This design comes from an exercise in tuning for small area on the open sky130 flow, not from production work.
Only simulation tests tie the RTL to the original design; equivalence was not proved.
Power figures rest on the tool's default switching activity, not on a simulated workload. No driver is modelled on the clock port, so clocking that relies on it looks cheaper here than on a real chip.

## i2c_slave_regfile
module i2c_slave_regfile #(
  parameter logic [6:0]  DEV_ADDR = 7'h5D,
  parameter int unsigned FILT_LEN = 4,
  parameter logic [7:0]  RST_VAL  = 8'h00
) (
  input  logic       iCLK,
  input  logic       iRST,
  input  logic       iSCL,
  input  logic       iSDA,
  output logic       oSDA_OE,
  input  logic [7:0] iHOST_ADDR,
  output logic [7:0] oHOST_DATA,
  output logic       oWR_STB,
  output logic [7:0] oWR_ADDR,
  output logic [7:0] oWR_DATA,
  output logic       oBUSY
);
For scale: ~3900 cells after synthesis, ~2100 flip-flops, about 39 I/O pins.
==> flow/config.mk <==
export PLATFORM = sky130hd
export DESIGN_NAME = i2c_slave_regfile
export DESIGN_NICKNAME = i2c_slave_regfile
export VERILOG_FILES = /design/flow/design.v
export SDC_FILE = /design/flow/constraint.sdc
export NUM_CORES = 4
export LEC_CHECK = 0
export CAP_MARGIN = 20
export CORE_MARGIN = 2
export CORE_UTILIZATION = 60
export CTS_CLUSTER_DIAMETER = 100
export CTS_CLUSTER_SIZE = 30
export SLEW_MARGIN = 20
export SYNTH_HIERARCHICAL = 1
export SYNTH_MINIMUM_KEEP_SIZE = 0
==> flow/constraint.sdc <==
create_clock -name core_clock -period 10.0 [get_ports {iCLK}]
set_input_delay 2.0000 -clock core_clock [delete_from_list [all_inputs] [get_ports {iCLK}]]
set_output_delay 2.0000 -clock core_clock [all_outputs]
set_load 0.01 [all_outputs]
run.sh (not shown) runs the stock make flow with config.mk's settings and CLKGATE_MAP_FILE= SYNTH_SCRIPT=/design/flow/synth_recipe.tcl, a recipe that flattens the netlist after the stock synthesis.
Then changed:
==> flow/flow/run.sh (new file) <==
#!/bin/bash
# Layout flow: the standard ORFS flow (standard.sh, unchanged synthesis,
# floorplan, power grid, placement, routing), with two layout choices changed:
#  - clock tree: sinks clustered 30 per leaf buffer within 100 um, and no
#    dummy balancing loads;
#  - port buffers: the smallest buffer (buf_1) instead of clkdlybuf4s50_1.
# All tool output goes to flow_make.log here and ORFS's own logs under orfs/logs.
set -euo pipefail
export CTS_ARGS="-sink_clustering_enable -repair_clock_nets -sink_clustering_size 30 -sink_clustering_max_diameter 100 -dont_use_dummy_load"
export BUFFER_PORTS_ARGS="-buffer_cell sky130_fd_sc_hd__buf_1"
bash standard.sh > flow_make.log 2>&1
==> flow/standard.sh (new file) <==
#!/bin/bash
# synth_recipe.tcl (not shown) runs the flow's synth.tcl, then flattens the netlist and writes it again
# the make line also repeats each setting of config.mk as NAME=value (left out here)
make -C /OpenROAD-flow-scripts/flow DESIGN_CONFIG=/design/flow/config.mk WORK_HOME=/design/flow/orfs CLKGATE_MAP_FILE= SYNTH_SCRIPT=/design/flow/synth_recipe.tcl "${@:-finish}"
CORE_UTILIZATION = 40   (was 60)
CTS_CLUSTER_DIAMETER = unset   (was 100)
CTS_CLUSTER_SIZE = unset   (was 30)
removed: flow/run.sh
Outcome:
- The changed run completed with no timing, DRC or antenna violations
- setup slack improved by 310 ps
- total power decreases by 0.68%
- sequential share of layout area decreases by 0.54 points
Then changed:
==> flow/flow/run.sh (replaced) <==
#!/bin/bash
# Layout flow: the standard ORFS flow (standard.sh: unchanged synthesis,
# floorplan, power grid, placement, routing), with three layout choices changed:
#  - after the floorplan, OpenROAD's restructure re-maps the combinational
#    logic for area (flow/restructure.tcl; registers are not touched);
#  - clock tree: sinks clustered 30 per leaf buffer within 100 um, and no
#    dummy balancing loads;
#  - port buffers: the smallest buffer (buf_1) instead of clkdlybuf4s50_1.
# Each step's full output goes to its own log here (flow_*.log), besides
# ORFS's own logs under orfs/logs.
set -euo pipefail
export CTS_ARGS="-sink_clustering_enable -repair_clock_nets -sink_clustering_size 30 -sink_clustering_max_diameter 100 -dont_use_dummy_load"
export BUFFER_PORTS_ARGS="-buffer_cell sky130_fd_sc_hd__buf_1"

bash standard.sh floorplan > flow_floorplan.log 2>&1

R=orfs/results/$FLOW_PLATFORM/i2c_slave_regfile/base
LIB=$FLOW_HOME/platforms/$FLOW_PLATFORM/lib/sky130_fd_sc_hd__tt_025C_1v80.lib
mkdir -p rs_work
awk -f flow/strip_lib.awk "$LIB" > rs_work/map.lib
RS_LIB=$LIB RS_MAPLIB=rs_work/map.lib \
RS_ODB=$R/2_floorplan.odb RS_SDC=$R/2_floorplan.sdc RS_WORK=rs_work \
  openroad -no_init -exit flow/restructure.tcl > flow_restructure.log 2>&1

bash standard.sh > flow_finish.log 2>&1
==> flow/flow/restructure.tcl (new file) <==
# Area recovery on the floorplanned netlist: ABC re-maps the combinational
# logic for area (registers, ports, power grid and tap cells are untouched).
set lib $::env(RS_LIB)
read_liberty $lib
read_db $::env(RS_ODB)
read_sdc $::env(RS_SDC)
set_dont_use [get_lib_cells {sky130_fd_sc_hd__probe* sky130_fd_sc_hd__lpflow_*}]
# RS_MAPLIB: the same library without the don't-use cells, for ABC to map to
remove_buffers
report_design_area
restructure -liberty_file $::env(RS_MAPLIB) -target area \
  -tielo_port sky130_fd_sc_hd__conb_1/LO -tiehi_port sky130_fd_sc_hd__conb_1/HI \
  -work_dir $::env(RS_WORK)
report_design_area
write_db $::env(RS_ODB)
==> flow/flow/strip_lib.awk (new file) <==
# Copy a liberty file, leaving out the cells the platform marks don't-use
# (sky130 lpflow_* and probe* cells), so ABC (restructure) cannot pick them.
BEGIN { skip = 0; depth = 0 }
{
  line = $0
  if (!skip && line ~ /^[ \t]*cell[ \t]*\([ \t]*"?sky130_fd_sc_hd__(lpflow_|probe)/) {
    skip = 1; depth = 0
  }
  if (skip) {
    n = split(line, ch, "")
    for (i = 1; i <= n; i++) {
      if (ch[i] == "{") depth++
      else if (ch[i] == "}") { depth--; if (depth == 0) { skip = 0; break } }
    }
    next
  }
  print line
}
Result:
- via count hardly moves
- routed wire length rose by 1.3%
- cell area falls by 0.78%
- clock power is about the same
- critical path depth went up by 4
- hold slack degrades by 7.8 ps
- total power barely changes
- sequential cell count stays the same
- worst setup slack gets worse by 1400 ps
- cell count is higher by 0.58%
- clock-buffer cell count is unchanged

==> afterwards: timing with drivers on the ports <==
Ports are ideal in the flow. The routed layouts listed here were re-timed in OpenROAD.
Step 1 sets driving cells, clkbuf_16 on the clock port and buf_2 on the other inputs (assumed; they add their load-dependent delay and slew).
Step 2 times the ports against the registers' clock, not the clock port: input delays grow and output delays shrink by t, the midpoint of the rising clock arrivals with the driver on.
a / b / c = no drivers / after step 1 / after step 2; a / b = the first two.
| run | t, ns | setup WS [ns] | clock arrival spread, ns | worst register clock-pin slew, ns | cell pins on the clock port's net |
|---|---|---|---|---|---|
| the first run | 0.774 | 2.242 / 2.282 / 1.508 | 0.043 / 0.043 | 0.12 / 0.12 | 1 |
| the second run | 0.776 | 2.553 / 2.612 / 1.835 | 0.075 / 0.075 | 0.11 / 0.11 | 1 |
| the third run | 0.777 | 1.180 / 1.234 / 0.457 | 0.106 / 0.105 | 0.12 / 0.12 | 1 |
After both steps every run listed still meets setup and hold. For the first run, which loses most, drivers alone change the setup slack by +0.040 ns; drivers and shift together by -0.734 ns.
